Background: an optimization exercise with open tools, aiming at small area, a short achievable clock period and few clock cycles per item. Do not read the settings as production practice.
RTL that was checked went through simulation tests only; none was proved equivalent to the original.
Power and IR drop assume default switching activity.

==> flow/design.v (excerpt) <==
module pwm_timer_divisor_search (
  input  logic                           clk,
  input  logic                           rst,
  input  logic                           in_valid,
  output logic                           in_stall,
  input  logic [ptds_pkg::FREQ_W-1:0]    target_frequency,
  output logic                           out_valid,
  input  logic                           out_stall,
  output logic [ptds_pkg::VALUE_W-1:0]   prescaler_value,
  output logic [ptds_pkg::VALUE_W-1:0]   period_value,
  output logic [ptds_pkg::STATUS_W-1:0]  status_code,
  input  logic                           cfg_valid,
  output logic                           cfg_ready,
  input  logic [ptds_pkg::CLOCK_W-1:0]   cfg_data
);
  localparam int SKIP_A = 8;
  localparam int SKIP_B = 2;
  logic [31:0] timer_clock;
  logic [31:0] dvs;
  logic [31:0] rem;
  logic [31:0] quo;
  logic [5:0]  cnt;
  logic        busy;
  logic        second;
  logic        first;
  logic [1:0]  status;
  assign in_stall        = busy;
  assign cfg_ready       = 1'b1;
  assign prescaler_value = quo[31:16];
  assign period_value    = quo[15:0];
  assign status_code     = status;
  always_ff @(posedge clk) begin
    if (rst) begin
      timer_clock <= ptds_pkg::CLOCK_RESET;
    end else if (cfg_valid) begin
      timer_clock <= cfg_data;
    end
  end
  logic [31:0] q_src;
  ...
clock: 5.0 ns
lec_check: 0
cap_margin: 20
core_margin: 2
core_utilization: 40
setup_slack_margin: 2.5
slew_margin: 20
tns_end_percent: 0
run.sh (not shown) runs the stock make flow with config.mk's settings and CLKGATE_MAP_FILE= SYNTH_SCRIPT=/design/flow/synth_recipe.tcl, a recipe that flattens the netlist after the stock synthesis.
The starting point went through all stages and came out clean.
Testbench counts at the start, summed over its fixed seeds: cycles 22,261, items 1,024.
Rerun with:
--- a/flow/config.mk
+++ b/flow/config.mk
@@ -10 +10 @@
-export CORE_UTILIZATION = 40
+export CORE_UTILIZATION = 60
Setup slack got worse by 0.096 ns. Power increases slightly. First-iteration DRC count climbs by a quarter to a third.
Rerun with:
--- a/flow/config.mk
+++ b/flow/config.mk
@@ -10,2 +10,2 @@
-export CORE_UTILIZATION = 60
-export SETUP_SLACK_MARGIN = 2.5
+export CORE_UTILIZATION = 40
+export SETUP_SLACK_MARGIN = 3.0
The changed run finished with timing, DRC and antenna clean; area after synthesis is unchanged; via count falls by 5.5%; total power came out lower by 1.1%; clock skew came out higher by 0.0039 ns; global-route usage fell by 12 points; wire length rose by 1.3%.


## the reference run
Another version of the RTL of pwm_timer_divisor_search (not shown whole).
For scale: roughly 1500 cells after synthesis, about 150 flip-flops, about 110 I/O pins.
Design pwm_timer_divisor_search, start of the top module:
module pwm_timer_divisor_search (
  input  logic                           clk,
  input  logic                           rst,
  input  logic                           in_valid,
  output logic                           in_stall,
  input  logic [ptds_pkg::FREQ_W-1:0]    target_frequency,
  output logic                           out_valid,
  input  logic                           out_stall,
  output logic [ptds_pkg::VALUE_W-1:0]   prescaler_value,
  output logic [ptds_pkg::VALUE_W-1:0]   period_value,
  output logic [ptds_pkg::STATUS_W-1:0]  status_code,
  input  logic                           cfg_valid,
  output logic                           cfg_ready,
  input  logic [ptds_pkg::CLOCK_W-1:0]   cfg_data
);
  localparam int SKIP_A = 8;
  localparam int SKIP_B = 2;
  logic [31:0] timer_clock;
  logic [4:0]  clk_lz;
  logic        clk_norm;
  logic [31:0] dvs;
  logic [31:0] rem;
  logic [31:0] quo;
  logic [5:0]  cnt;
  logic        busy;
  logic        second;
  logic        q_nz;
  ...
clock: 5.0 ns
lec_check: 0
cap_margin: 20
core_margin: 2
core_utilization: 45
setup_slack_margin: 2.5
slew_margin: 20
tns_end_percent: 5
The reference run: no failed stages, no open violations at the end
Testbench counts of the reference run, summed over its fixed seeds: cycles 19,501, items 1,024.
Modified inputs, the trial run compared to the reference run
- PLACE_DENSITY newly set to 0.75
- TNS_END_PERCENT changed from 5 to 0
- CORE_UTILIZATION changed from 45 to 40
Per the comparison of the trial run with the reference run, cell count of the worst reg-to-reg path decreased 1; global routing usage on met1 decreased 4.7 points; sequential share of layout area increased 0.34 points; total number of vias increased 3.1%; worst hold-check slack increased 0.035 ns. Looking at launch point of the worst path, the dvs[7] result is from the reference run; the dvs[14] one comes from the trial run.


## old
Another version of the RTL of pwm_timer_divisor_search (not shown whole).
Size: ~140 flip-flops, about 10,000 sq um of cells after synthesis.
export LEC_CHECK = 0
export CAP_MARGIN = 20
export CORE_MARGIN = 2
export CORE_UTILIZATION = 40
export SLEW_MARGIN = 20
create_clock -name core_clock -period 5.0 [get_ports {clk}]
### old -> new
--- a/flow/config.mk
+++ b/flow/config.mk
@@ -9,3 +9,4 @@
 export CORE_MARGIN = 2
 export CORE_UTILIZATION = 40
+export SETUP_SLACK_MARGIN = 2.5
 export SLEW_MARGIN = 20
--- outcome ---
Maximum VDD drop grows by more than 10% when moving from old to new.
old vs new, cell with the largest stage delay on the worst path: sky130_fd_sc_hd__o311ai_1 vs sky130_fd_sc_hd__edfxtp_1
The final count of hold timing violations on new is in line with that on old.
Routed wire in new totals more than in old.
new supports a higher top clock frequency than old.
First-pass GRT wire length: new vs old up about 13%
new vs. old: setup slack of the most critical reg-to-reg path rose 510 ps; number of iterations in the first detailed-routing pass rose 1; count of cell instances traversed by the critical path about even.
No run of this note included a check of the RTL's function; only the layout flow was run.


pwm_timer_divisor_search, a different RTL version from the one above (not shown whole).
For scale: ~110 I/O pins.
==> flow/design.v (excerpt) <==
module pwm_timer_divisor_search (
  input  logic                           clk,
  input  logic                           rst,
  input  logic                           in_valid,
  output logic                           in_stall,
  input  logic [ptds_pkg::FREQ_W-1:0]    target_frequency,
  output logic                           out_valid,
  input  logic                           out_stall,
  output logic [ptds_pkg::VALUE_W-1:0]   prescaler_value,
  output logic [ptds_pkg::VALUE_W-1:0]   period_value,
  output logic [ptds_pkg::STATUS_W-1:0]  status_code,
  input  logic                           cfg_valid,
  output logic                           cfg_ready,
  input  logic [ptds_pkg::CLOCK_W-1:0]   cfg_data
);
clock: 5.0 ns
lec_check: 0
abc_area: 1
cap_margin: 20
core_margin: 2
core_utilization: 40
setup_slack_margin: 2.5
slew_margin: 20
tns_end_percent: 0
The baseline went through all stages and came out clean.
Testbench counts at the start, summed over its fixed seeds: cycles 20,350, items 1,024.
==> next run, changes <==
ABC_AREA = not set   (was 1)
Outcome: First-iteration DRC count fell by about 22%. Sequential power is about the same. Via count fell by 27%.

-- what the ideal ports hide --
How much do the figures lean on ideal ports? The routed layouts below were timed once more, with nothing changed but the port constraints.
Step 1 assumes that a clkbuf_16 drives the clock port and a buf_2 every other input.
Step 2 times the ports against the registers' clock, not the clock port: input delays grow and output delays shrink by t, the midpoint of the rising clock arrivals with the driver on.
Slacks: no drivers / after step 1 / after step 2; pairs: no drivers / after step 1.
| run | shift t [ns] | setup slack, ns | worst hold slack (ns) | pins driven straight from the clock port |
|---|---|---|---|---|
| the first run of note 1 | 0.480 | 1.884 / 1.884 / 1.884 | 0.507 / 0.507 / 0.507 | 1 |
| the second run of note 1 | 0.480 | 1.788 / 1.788 / 1.788 | 0.519 / 0.519 / 0.519 | 1 |
| the third run of note 1 | 0.480 | 1.884 / 1.884 / 1.884 | 0.507 / 0.507 / 0.507 | 1 |
| the reference run | 0.481 | 1.892 / 1.892 / 1.530 | 0.545 / 0.545 / 0.545 | 1 |
| the trial run | 0.490 | 1.891 / 1.848 / 1.891 | 0.580 / 0.580 / 0.580 | 1 |
| old | 0.472 | 0.846 / 0.846 / 0.846 | 0.499 / 0.499 / 0.499 | 1 |
| new | 0.476 | 1.353 / 1.353 / 1.353 | 0.496 / 0.496 / 0.496 | 1 |
| the first run of note 4 | 0.498 | 2.304 / 2.304 / 2.010 | 0.510 / 0.510 / 0.510 | 1 |
| the second run of note 4 | 0.491 | 1.885 / 1.885 / 1.486 | 0.489 / 0.489 / 0.489 | 1 |
After both steps every run listed still meets setup and hold. The setup slack of the second run of note 4, which loses most, moves by 0.000 ns with the drivers and by -0.399 ns with both steps.
